What follows belongs to an exercise in optimizing a design on an open flow for small area, a short achievable clock period and few clock cycles per item; a production flow would make more cautious choices.
In this exercise RTL edits were held to simulation tests only and were not proved equivalent to the original.
No activity file was given, so power comes from the tool's default toggle rates.

[design.v]
package ftss_pkg;
    typedef enum logic [2:0] {
        PH_IDLE   = 3'd0,
        PH_Y_OUT  = 3'd1,
        PH_X_OUT  = 3'd2,
        PH_PAUSE1 = 3'd3,
        PH_Y_BACK = 3'd4,
        PH_X_BACK = 3'd5,
        PH_PAUSE2 = 3'd6,
        PH_SPARE  = 3'd7
    } phase_t;
    typedef enum logic [2:0] {
        CFG_ORIGIN_X      = 3'd0,
        CFG_ORIGIN_Y      = 3'd1,
        CFG_SCALE_X       = 3'd2,
        CFG_SCALE_Y       = 3'd3,
        CFG_STEP_LIMIT    = 3'd4,
        CFG_HALF_PERIOD_X = 3'd5,
        CFG_HALF_PERIOD_Y = 3'd6,
        CFG_PAUSE_TICKS   = 3'd7
    } cfg_index_t;
    localparam logic OP_BYTE = 1'b0;
    localparam logic OP_TICK = 1'b1;
    localparam logic [7:0] FRAME_HEADER  = 8'hA5;
    localparam logic [7:0] FRAME_TRAILER = 8'h5B;
    localparam int CFG_DATA_W = 22;
    localparam int TICK_W     = 18;
    localparam logic [7:0]  RST_ORIGIN_X      = 8'd15;
    localparam logic [7:0]  RST_ORIGIN_Y      = 8'd60;
    localparam logic [21:0] RST_SCALE_X       = 22'd860052;
    localparam logic [21:0] RST_SCALE_Y       = 22'd1147739;
    localparam logic [11:0] RST_STEP_LIMIT    = 12'd2000;
    localparam logic [15:0] RST_HALF_PERIOD_X = 16'd1000;
    localparam logic [15:0] RST_HALF_PERIOD_Y = 16'd650;
    localparam logic [17:0] RST_PAUSE_TICKS   = 18'd200000;
    typedef struct packed {
        logic frame_error;
        logic busy_res;
        logic dir_y_pin;
        logic step_y_pin;
        logic dir_x_pin;
        logic step_x_pin;
    } result_t;
endpackage
module framed_target_stepper_sequencer #(
    parameter int STEP_WIDTH = 12
) (
    input  logic        aclk,
    input  logic        aresetn,
    input  logic        s_tvalid,
    output logic        s_tready,
    input  logic [7:0]  s_tdata,    
    input  logic        s_tuser,    
    output logic        m_tvalid,
    input  logic        m_tready,
    output logic [7:0]  m_tdata,    
    input  logic        cfg_valid,
    output logic        cfg_ready,
    input  logic [2:0]  cfg_index,
    input  logic [ftss_pkg::CFG_DATA_W-1:0] cfg_wdata
);
    localparam int CMP_W = (STEP_WIDTH > 14) ? STEP_WIDTH : 14;
    localparam logic [CMP_W-1:0] STEP_MAX = CMP_W'((64'd1 << STEP_WIDTH) - 64'd1);
    typedef struct packed {
        ftss_pkg::phase_t                phase;
        logic [STEP_WIDTH-1:0] steps_left;
        logic                  pulse;
        logic [1:0]            dir;
    } enter_t;
    logic [7:0]  origin_x_reg, origin_y_reg;
    logic [21:0] scale_x_reg, scale_y_reg;
    logic [11:0] step_limit_reg;
    logic [15:0] half_period_x_reg, half_period_y_reg;
    logic [17:0] pause_ticks_reg;
    assign cfg_ready = 1'b1;
    always_ff @(posedge aclk) begin
        if (!aresetn) begin
            origin_x_reg      <= ftss_pkg::RST_ORIGIN_X;
            origin_y_reg      <= ftss_pkg::RST_ORIGIN_Y;
            scale_x_reg       <= ftss_pkg::RST_SCALE_X;
            scale_y_reg       <= ftss_pkg::RST_SCALE_Y;
            step_limit_reg    <= ftss_pkg::RST_STEP_LIMIT;
            half_period_x_reg <= ftss_pkg::RST_HALF_PERIOD_X;
            half_period_y_reg <= ftss_pkg::RST_HALF_PERIOD_Y;
            pause_ticks_reg   <= ftss_pkg::RST_PAUSE_TICKS;
        end else if (cfg_valid && cfg_ready) begin
            case (cfg_index)
                ftss_pkg::CFG_ORIGIN_X:      origin_x_reg      <= cfg_wdata[7:0];
                ftss_pkg::CFG_ORIGIN_Y:      origin_y_reg      <= cfg_wdata[7:0];
                ftss_pkg::CFG_SCALE_X:       scale_x_reg       <= cfg_wdata[21:0];
                ftss_pkg::CFG_SCALE_Y:       scale_y_reg       <= cfg_wdata[21:0];
                ftss_pkg::CFG_STEP_LIMIT:    step_limit_reg    <= cfg_wdata[11:0];
                ftss_pkg::CFG_HALF_PERIOD_X: half_period_x_reg <= cfg_wdata[15:0];
                ftss_pkg::CFG_HALF_PERIOD_Y: half_period_y_reg <= cfg_wdata[15:0];
                ftss_pkg::CFG_PAUSE_TICKS:   pause_ticks_reg   <= cfg_wdata[17:0];
                default: ;
            endcase
        end
    end
    logic [1:0]            byte_count_reg, byte_count_next;
    logic [2:0][7:0]       frame_bytes_reg;
    logic [2:0][7:0]       frame_bytes_next;
    ftss_pkg::phase_t                phase_reg, phase_next;
    logic [STEP_WIDTH-1:0] steps_x_total_reg, steps_x_total_next;
    logic [STEP_WIDTH-1:0] steps_y_total_reg, steps_y_total_next;
    logic [STEP_WIDTH-1:0] steps_left_reg, steps_left_next;
    logic [ftss_pkg::TICK_W-1:0]     tick_count_reg, tick_count_next;
    logic                  pulse_high_reg, pulse_high_next;
    logic [1:0]            dir_bits_reg, dir_bits_next;
    logic                  frame_error_next;
    function automatic ftss_pkg::phase_t next_phase(ftss_pkg::phase_t p);
        case (p)
            ftss_pkg::PH_Y_OUT:  next_phase = ftss_pkg::PH_X_OUT;
            ftss_pkg::PH_X_OUT:  next_phase = ftss_pkg::PH_PAUSE1;
            ftss_pkg::PH_PAUSE1: next_phase = ftss_pkg::PH_Y_BACK;
            ftss_pkg::PH_Y_BACK: next_phase = ftss_pkg::PH_X_BACK;
            ftss_pkg::PH_X_BACK: next_phase = ftss_pkg::PH_PAUSE2;
            default:   next_phase = ftss_pkg::PH_IDLE;
        endcase
    endfunction
    function automatic enter_t enter_phase(ftss_pkg::phase_t p_in, logic [STEP_WIDTH-1:0] ny,
                                           logic [STEP_WIDTH-1:0] nx, logic pause_nz,
                                           logic [1:0] dir_in);
        enter_t r;
        ftss_pkg::phase_t p;
        logic   done;
        p            = p_in;
        done         = 1'b0;
        r.phase      = ftss_pkg::PH_IDLE;
        r.steps_left = '0;
        r.pulse      = 1'b0;
        r.dir        = dir_in;
        for (int i = 0; i < 7; i++) begin
            if (!done) begin
                if (p == ftss_pkg::PH_Y_BACK) r.dir[1] = ~r.dir[1];
                if (p == ftss_pkg::PH_X_BACK) r.dir[0] = ~r.dir[0];
                case (p)
                    ftss_pkg::PH_Y_OUT, ftss_pkg::PH_Y_BACK: begin
                        if (ny != '0) begin
                            r.steps_left = ny;
                            r.pulse      = 1'b1;
                            r.phase      = p;
                            done         = 1'b1;
                        end
                    end
                    ftss_pkg::PH_X_OUT, ftss_pkg::PH_X_BACK: begin
                        if (nx != '0) begin
                            r.steps_left = nx;
                            r.pulse      = 1'b1;
                            r.phase      = p;
                            done         = 1'b1;
                        end
                    end
                    ftss_pkg::PH_PAUSE1, ftss_pkg::PH_PAUSE2: begin
                        if (pause_nz) begin
                            r.phase = p;
                            done    = 1'b1;
                        end
                    end
                    default: begin
                        r.phase = ftss_pkg::PH_IDLE;
                        done    = 1'b1;
                    end
                endcase
                p = next_phase(p);
            end
        end
        enter_phase = r;
    endfunction
    function automatic logic [STEP_WIDTH-1:0] axis_steps(logic [7:0] target,
                                                         logic [7:0] origin,
                                                         logic [21:0] scale,
                                                         logic [11:0] limit);
        logic [7:0]       d;
        logic [29:0]      prod;
        logic [13:0]      s;
        logic [CMP_W-1:0] c;
        d    = (target >= origin) ? (target - origin) : (origin - target);
        prod = 30'(d) * 30'(scale);
        s    = prod[29:16];
        if (s > 14'(limit)) begin
            s = 14'(limit);
        end
        c = CMP_W'(s);
        if (c > STEP_MAX) begin
            c = STEP_MAX;
        end
        axis_steps = c[STEP_WIDTH-1:0];
    endfunction
    logic                  in_fire;
    logic [ftss_pkg::TICK_W-1:0]     tick_inc;
    logic [STEP_WIDTH-1:0] steps_dec;
    logic [15:0]           half_limit;
    logic                  frame_ok;
    logic [STEP_WIDTH-1:0] new_x, new_y;
    logic [1:0]            new_dir;
    enter_t                ent;
    assign tick_inc   = tick_count_reg + ftss_pkg::TICK_W'(1);
    assign steps_dec  = (steps_left_reg != '0) ? steps_left_reg - STEP_WIDTH'(1)
                                               : steps_left_reg;
    assign half_limit = (phase_reg == ftss_pkg::PH_Y_OUT || phase_reg == ftss_pkg::PH_Y_BACK)
                        ? half_period_y_reg : half_period_x_reg;
    assign frame_ok   = (frame_bytes_reg[0] == ftss_pkg::FRAME_HEADER) && (s_tdata == ftss_pkg::FRAME_TRAILER);
    assign new_x      = axis_steps(frame_bytes_reg[1], origin_x_reg, scale_x_reg,
                                   step_limit_reg);
    assign new_y      = axis_steps(frame_bytes_reg[2], origin_y_reg, scale_y_reg,
                                   step_limit_reg);
    assign new_dir    = {frame_bytes_reg[2] >= origin_y_reg, frame_bytes_reg[1] < origin_x_reg};
    always_comb begin
        byte_count_next    = byte_count_reg;
        frame_bytes_next   = frame_bytes_reg;
        phase_next         = phase_reg;
        steps_x_total_next = steps_x_total_reg;
        steps_y_total_next = steps_y_total_reg;
        steps_left_next    = steps_left_reg;
        tick_count_next    = tick_count_reg;
        pulse_high_next    = pulse_high_reg;
        dir_bits_next      = dir_bits_reg;
        frame_error_next   = 1'b0;
        ent                = enter_phase(ftss_pkg::PH_IDLE, steps_y_total_reg, steps_x_total_reg,
                                         1'b0, dir_bits_reg);
        if (s_tuser == ftss_pkg::OP_TICK) begin
            if (phase_reg != ftss_pkg::PH_IDLE) begin
                if (phase_reg == ftss_pkg::PH_PAUSE1 || phase_reg == ftss_pkg::PH_PAUSE2) begin
                    if (tick_inc >= pause_ticks_reg) begin
                        ent = enter_phase(next_phase(phase_reg), steps_y_total_reg,
                                          steps_x_total_reg, pause_ticks_reg != '0,
                                          dir_bits_reg);
                        phase_next      = ent.phase;
                        steps_left_next = ent.steps_left;
                        pulse_high_next = ent.pulse;
                        dir_bits_next   = ent.dir;
                        tick_count_next = '0;
                    end else begin
                        tick_count_next = tick_inc;
                    end
                end else if (tick_inc < ftss_pkg::TICK_W'(half_limit)) begin
                    tick_count_next = tick_inc;
                end else begin
                    tick_count_next = '0;
                    if (pulse_high_reg) begin
                        pulse_high_next = 1'b0;
                        steps_left_next = steps_dec;
                        if (steps_dec == '0) begin
                            ent = enter_phase(next_phase(phase_reg), steps_y_total_reg,
                                              steps_x_total_reg, pause_ticks_reg != '0,
                                              dir_bits_reg);
                            phase_next      = ent.phase;
                            steps_left_next = ent.steps_left;
                            pulse_high_next = ent.pulse;
                            dir_bits_next   = ent.dir;
                        end
                    end else begin
                        pulse_high_next = 1'b1;
                    end
                end
            end
        end else if (phase_reg != ftss_pkg::PH_IDLE) begin
            byte_count_next = '0;
        end else if (byte_count_reg != 2'd3) begin
            for (int i = 0; i < 3; i++) begin
                if (byte_count_reg == 2'(i)) begin
                    frame_bytes_next[i] = s_tdata;
                end
            end
            byte_count_next = byte_count_reg + 2'd1;
        end else begin
            byte_count_next = '0;
            if (frame_ok) begin
                ent = enter_phase(ftss_pkg::PH_Y_OUT, new_y, new_x, pause_ticks_reg != '0, new_dir);
                steps_x_total_next = new_x;
                steps_y_total_next = new_y;
                phase_next         = ent.phase;
                steps_left_next    = ent.steps_left;
                pulse_high_next    = ent.pulse;
                dir_bits_next      = ent.dir;
                tick_count_next    = '0;
            end else begin
                frame_error_next = 1'b1;
            end
        end
    end
    ftss_pkg::result_t res_next;
    always_comb begin
        res_next.step_x_pin  = pulse_high_next &&
                               (phase_next == ftss_pkg::PH_X_OUT || phase_next == ftss_pkg::PH_X_BACK);
        res_next.dir_x_pin   = dir_bits_next[0];
        res_next.step_y_pin  = pulse_high_next &&
                               (phase_next == ftss_pkg::PH_Y_OUT || phase_next == ftss_pkg::PH_Y_BACK);
        res_next.dir_y_pin   = dir_bits_next[1];
        res_next.busy_res    = phase_next != ftss_pkg::PH_IDLE;
        res_next.frame_error = frame_error_next;
    end
    always_ff @(posedge aclk) begin
        if (!aresetn) begin
            byte_count_reg    <= '0;
            frame_bytes_reg   <= '0;
            phase_reg         <= ftss_pkg::PH_IDLE;
            steps_x_total_reg <= '0;
            steps_y_total_reg <= '0;
            steps_left_reg    <= '0;
            tick_count_reg    <= '0;
            pulse_high_reg    <= 1'b0;
            dir_bits_reg      <= '0;
        end else if (in_fire) begin
            byte_count_reg    <= byte_count_next;
            frame_bytes_reg   <= frame_bytes_next;
            phase_reg         <= phase_next;
            steps_x_total_reg <= steps_x_total_next;
            steps_y_total_reg <= steps_y_total_next;
            steps_left_reg    <= steps_left_next;
            tick_count_reg    <= tick_count_next;
            pulse_high_reg    <= pulse_high_next;
            dir_bits_reg      <= dir_bits_next;
        end
    end
    ftss_pkg::result_t out_reg, skid_reg;
    logic    out_valid_reg, skid_valid_reg;
    logic    out_fire;
    assign s_tready = !skid_valid_reg;
    assign in_fire  = s_tvalid && s_tready;
    assign out_fire = out_valid_reg && m_tready;
    assign m_tvalid = out_valid_reg;
    assign m_tdata  = {2'b00, out_reg};
    always_ff @(posedge aclk) begin
        if (!aresetn) begin
            out_valid_reg  <= 1'b0;
            skid_valid_reg <= 1'b0;
        end else if (skid_valid_reg) begin
            if (out_fire) begin
                out_valid_reg  <= 1'b1;
                skid_valid_reg <= 1'b0;
            end
        end else if (!out_valid_reg || out_fire) begin
            out_valid_reg <= in_fire;
        end else if (in_fire) begin
            skid_valid_reg <= 1'b1;
        end
    end
    always_ff @(posedge aclk) begin
        if (skid_valid_reg) begin
            if (out_fire) begin
                out_reg <= skid_reg;
            end
        end else if (!out_valid_reg || out_fire) begin
            if (in_fire) begin
                out_reg <= res_next;
            end
        end else if (in_fire) begin
            skid_reg <= res_next;
        end
    end
endmodule
[run.sh]
#!/bin/bash
# synth_recipe.tcl (not shown) runs the flow's synth.tcl, then flattens the netlist and writes it again
# the make line also repeats each setting of config.mk as NAME=value (left out here)
make -C /OpenROAD-flow-scripts/flow DESIGN_CONFIG=/design/flow/config.mk WORK_HOME=/design/flow/orfs CLKGATE_MAP_FILE= SYNTH_SCRIPT=/design/flow/synth_recipe.tcl finish
[config.mk]
export PLATFORM = sky130hd
export DESIGN_NAME = framed_target_stepper_sequencer
export DESIGN_NICKNAME = framed_target_stepper_sequencer
export VERILOG_FILES = /design/flow/design.v
export SDC_FILE = /design/flow/constraint.sdc
export NUM_CORES = 4
export LEC_CHECK = 0
export CAP_MARGIN = 20
export CORE_MARGIN = 2
export CORE_UTILIZATION = 40
export SLEW_MARGIN = 20
[constraint.sdc]
create_clock -name core_clock -period 11.0 [get_ports {aclk}]
set_input_delay 2.2000 -clock core_clock [delete_from_list [all_inputs] [get_ports {aclk}]]
set_output_delay 2.2000 -clock core_clock [all_outputs]
set_load 0.01 [all_outputs]
==> results.json <==
{
  "setup_tns_ps": 0,
  "syn_area_per_cell_um2": 8.10,
  "min_period_ps": 10410,
  "drc": 0,
  "drt-initial-drc-count": 1558,
  "synth_fa_ha_area_frac": 0.288,
  "worst_path_max_delay_cell": "fa_1",
  "routabilityCongestion": 0.940,
  "p_per_area_nw_per_um2": 228,
  "seq_power_share": 0.140,
  "die_h_um": 254,
  "grt-ovfl-total": 0,
  "slew_viol_final": 0,
  "nNetsFinal": 3508,
  "min_period_over_period": 0.947,
  "maxSlewHeadroom": 0.256,
  "power.leakage_nw": 11.9,
  "cp-end-kind": "flip-flop",
  "switching_power_mw": 3.20,
  "yosysTopAreaCell": "fa_1",
  "synthCells": 3075,
  "yosysSeqAreaShare": 0.183,
  "status": "complete, no violations",
  "rr_worst_depth": 43,
  "synth_flop_cell": "dfxtp_1",
  "drive_gt1_frac": 0.0585,
  "hold_class": "flip-flop to flip-flop",
  "pin_count": 50,
  "fin_hold_ws_ps": 453,
  "yosys.area.top_type_share": 0.195,
  "synth_compound_area_frac": 0.169,
  "drtAntennaViolNets": 0,
  "place_inst": 3849,
  "fin_total_pwr_mw": 6.20,
  "hp-start": "frame_bytes_reg[6]",
  "start_util": 0.404,
  "crit_type": "flip-flop to flip-flop",
  "worstMarginPinSlew_ps": 1120,
  "yosys.area_share.simple": 0.239,
  "routedWlPerCell_um": 19.3,
  "critPathMaxStageDelay_ps": 560,
  "cts_made_buffers": 26,
  "synth_edf_count": 12,
  "stdcell_count": 3898,
  "crit_top_cell": "fa_1",
  "fmax_mhz": 96.0,
  "synth.area.top_cells": "fa_1, dfxtp_1, ha_1",
  "comb_power_share": 0.713,
  "p_int_mw": 2.99,
  "synth_cell_types": 104,
  "tritoncts": "built",
  "post-cts-setup-buffers": 0,
  "syn_area_um2": 24900,
  "finClkSkew_ps": 32.0,
  "largest_reg_flops": 24,
  "hold_depth": 2,
  "grt_usage": 0.235,
  "first_global_vias": 22000,
  "p_sw_frac": 0.517,
  "synthMuxAreaShare": 0.0247,
  "core_um2": 61600,
  "vias": 21900,
  "setup_viol": 0,
  "grt_first_pass_wirelength_um": 121000,
  "ys_ff_latch": 222,
  "grt_max_degree": 99,
  "die_w_um": 254,
  "cts_root_buf": "clkbuf_16",
  "cts_max_level": 1,
  "synth_top_family_by_area": "adder cells",
  "cp-startpoint": "frame_bytes_reg[16]",
  "cp-start-kind": "flip-flop",
  "finalWirelength_um": 75300,
  "p_clk_frac": 0.146,
  "die_area_um2": 64300,
  "cts_max_path_buffers": 3,
  "area_growth_pct": 8.90,
  "cp.arrival_ps": 10720,
  "ctsHoldBuffers": 0,
  "rsz0062_at_grt": "no",
  "rows": 91,
  "max_cap_viol_count": 0,
  "hold_viol": 0,
  "yosys-top-cells-count": "nand2_1, inv_1, fa_1",
  "synth_xor_xnor_area_share": 0.0183,
  "hpwl_um": 57700,
  "firstDrtPassIters": 8,
  "peakVddDrop_mv": 0.247,
  "avgViaCountPerCell": 5.62,
  "antenna_found_initial": 0,
  "yosysMostFrequentCell": "nand2_1",
  "yosysWarnings": 1,
  "path_max_fanout": 22,
  "numPortBuffers": 46,
  "cts.repair.resized": 0,
  "cts.sinks": 222,
  "cp.required_ps": 11310,
  "synth-async-reset-ratio": 0,
  "reg2reg_from": "frame_bytes_reg[16]",
  "clk_latency_ps": 580,
  "clkTransAtPathRegs_ps": 60
}
final timing paths:
path | to | slack (ps)
max | out_reg[4] | 590
min | frame_bytes_reg[6] | 450
max reg2reg | out_reg[4] | 590
min reg2reg | frame_bytes_reg[6] | 450
power groups by stage:
stage,clock network (mW),registers (mW),logic (mW)
after floorplan,0,0.868,2.88
after CTS,0.924,0.868,4.38
final,0.908,0.869,4.42
after global placement,0,0.885,4.28
after global routing,0.956,0.872,4.87
after detailed placement,0,0.886,4.36
through the flow:
stage / utilization / instance area [um^2] / setup slack (ps)
2_1_floorplan: - / 24900 / 1380
3_3_place_gp: 0.424 / 26100 / 576
3_5_place_dp: 0.424 / 26100 / 425
4_1_cts: 0.439 / 27000 / 323
5_1_grt: 0.440 / 27100 / 17.6
6_report: 0.440 / 27100 / 587
cell families (layout without fill, tap and decap cells):
family / after synthesis / count (layout)
other: 2 / 4
AO/OA/AOI/OAI: 629 / 629
adder cells (fa/ha/maj): 429 / 429
multiplexers: 60 / 60
XOR/XNOR: 52 / 52
flip-flops: 222 / 222
buffers and inverters: 495 / 479
AND/OR/NAND/NOR: 1186 / 1186
placed cells by master, fill, tap and decap left out, drive strengths merged, types with 11 or more instances in the layout:
cell type,netlist,routed
a211oi,48,48
a21o,38,38
a21oi,232,232
a222oi,12,12
a22o,16,16
a31oi,16,16
and2,241,241
and3,27,27
buf,25,50
clkbuf,134,36
clkdlybuf4s50,0,45
dfxtp,210,210
edfxtp,12,12
fa,242,242
ha,187,187
inv,335,337
mux2i,51,51
nand2,448,448
nand2b,39,39
nand3,109,109
nand3b,11,11
nand4,26,26
nor2,133,133
nor2b,46,46
nor3,41,41
nor4,28,28
o211ai,46,46
o21a,15,15
o21ai,88,88
xnor2,33,33
xor2,19,19
final cells by class:
cell class	count	area, um^2
fill	6146	34500
multi-input combinational	2359	18500
sequential	222	4560
inverter	336	1260
tap	837	1050
timing repair buffer	95	831
clock buffer	36	748
clock inverter	12	148
antenna	1	2.50
layer usage:
layer  wire [um]  track usage  vias up
met3        4350       0.0246       99
met4        1650       0.0533        0
met1       34100        0.327    10900
li1            -            -    10300
met2       35200        0.394      655
met5           0            0        -
critical path: cells and delay by family (launching register included):
kind	cells	cell delay, ps
DFF	1	330
buffers and inverters	6	590
xor gates and xnor gates	1	160
and+or+nand+nor	7	1110
adders and majority gates	8	3300
muxes	1	290
AOI/OAI and AO/OA	20	4360
Testbench counts, summed over its fixed seeds: cycles 160,008, items 160,000.

## port drivers added, routing unchanged
Ports are ideal in the flow. The routed layout listed here was re-timed in OpenROAD. Step 1 (the two cells are an assumption about what drives the block):
set clk [get_ports {aclk}]
set_driving_cell -lib_cell sky130_fd_sc_hd__clkbuf_16 $clk
set_driving_cell -lib_cell sky130_fd_sc_hd__buf_2 [delete_from_list [all_inputs] $clk]
Step 2 times the ports against the registers' clock, not the clock port: input delays grow and output delays shrink by t, the midpoint of the rising clock arrivals with the driver on. a / b / c = no drivers / after step 1 / after step 2; a / b = the first two.
shift t [ns]: 0.622
setup slack, ns: 0.587 / 0.587 / 0.587
hold WS [ns]: 0.453 / 0.453 / 0.453
worst setup path at the end: register to register
clock arrival spread, ns: 0.032 / 0.032
After both steps setup and hold are still met in this run. The setup slack of this run moves by 0.000 ns with the drivers and by 0.000 ns with both steps.
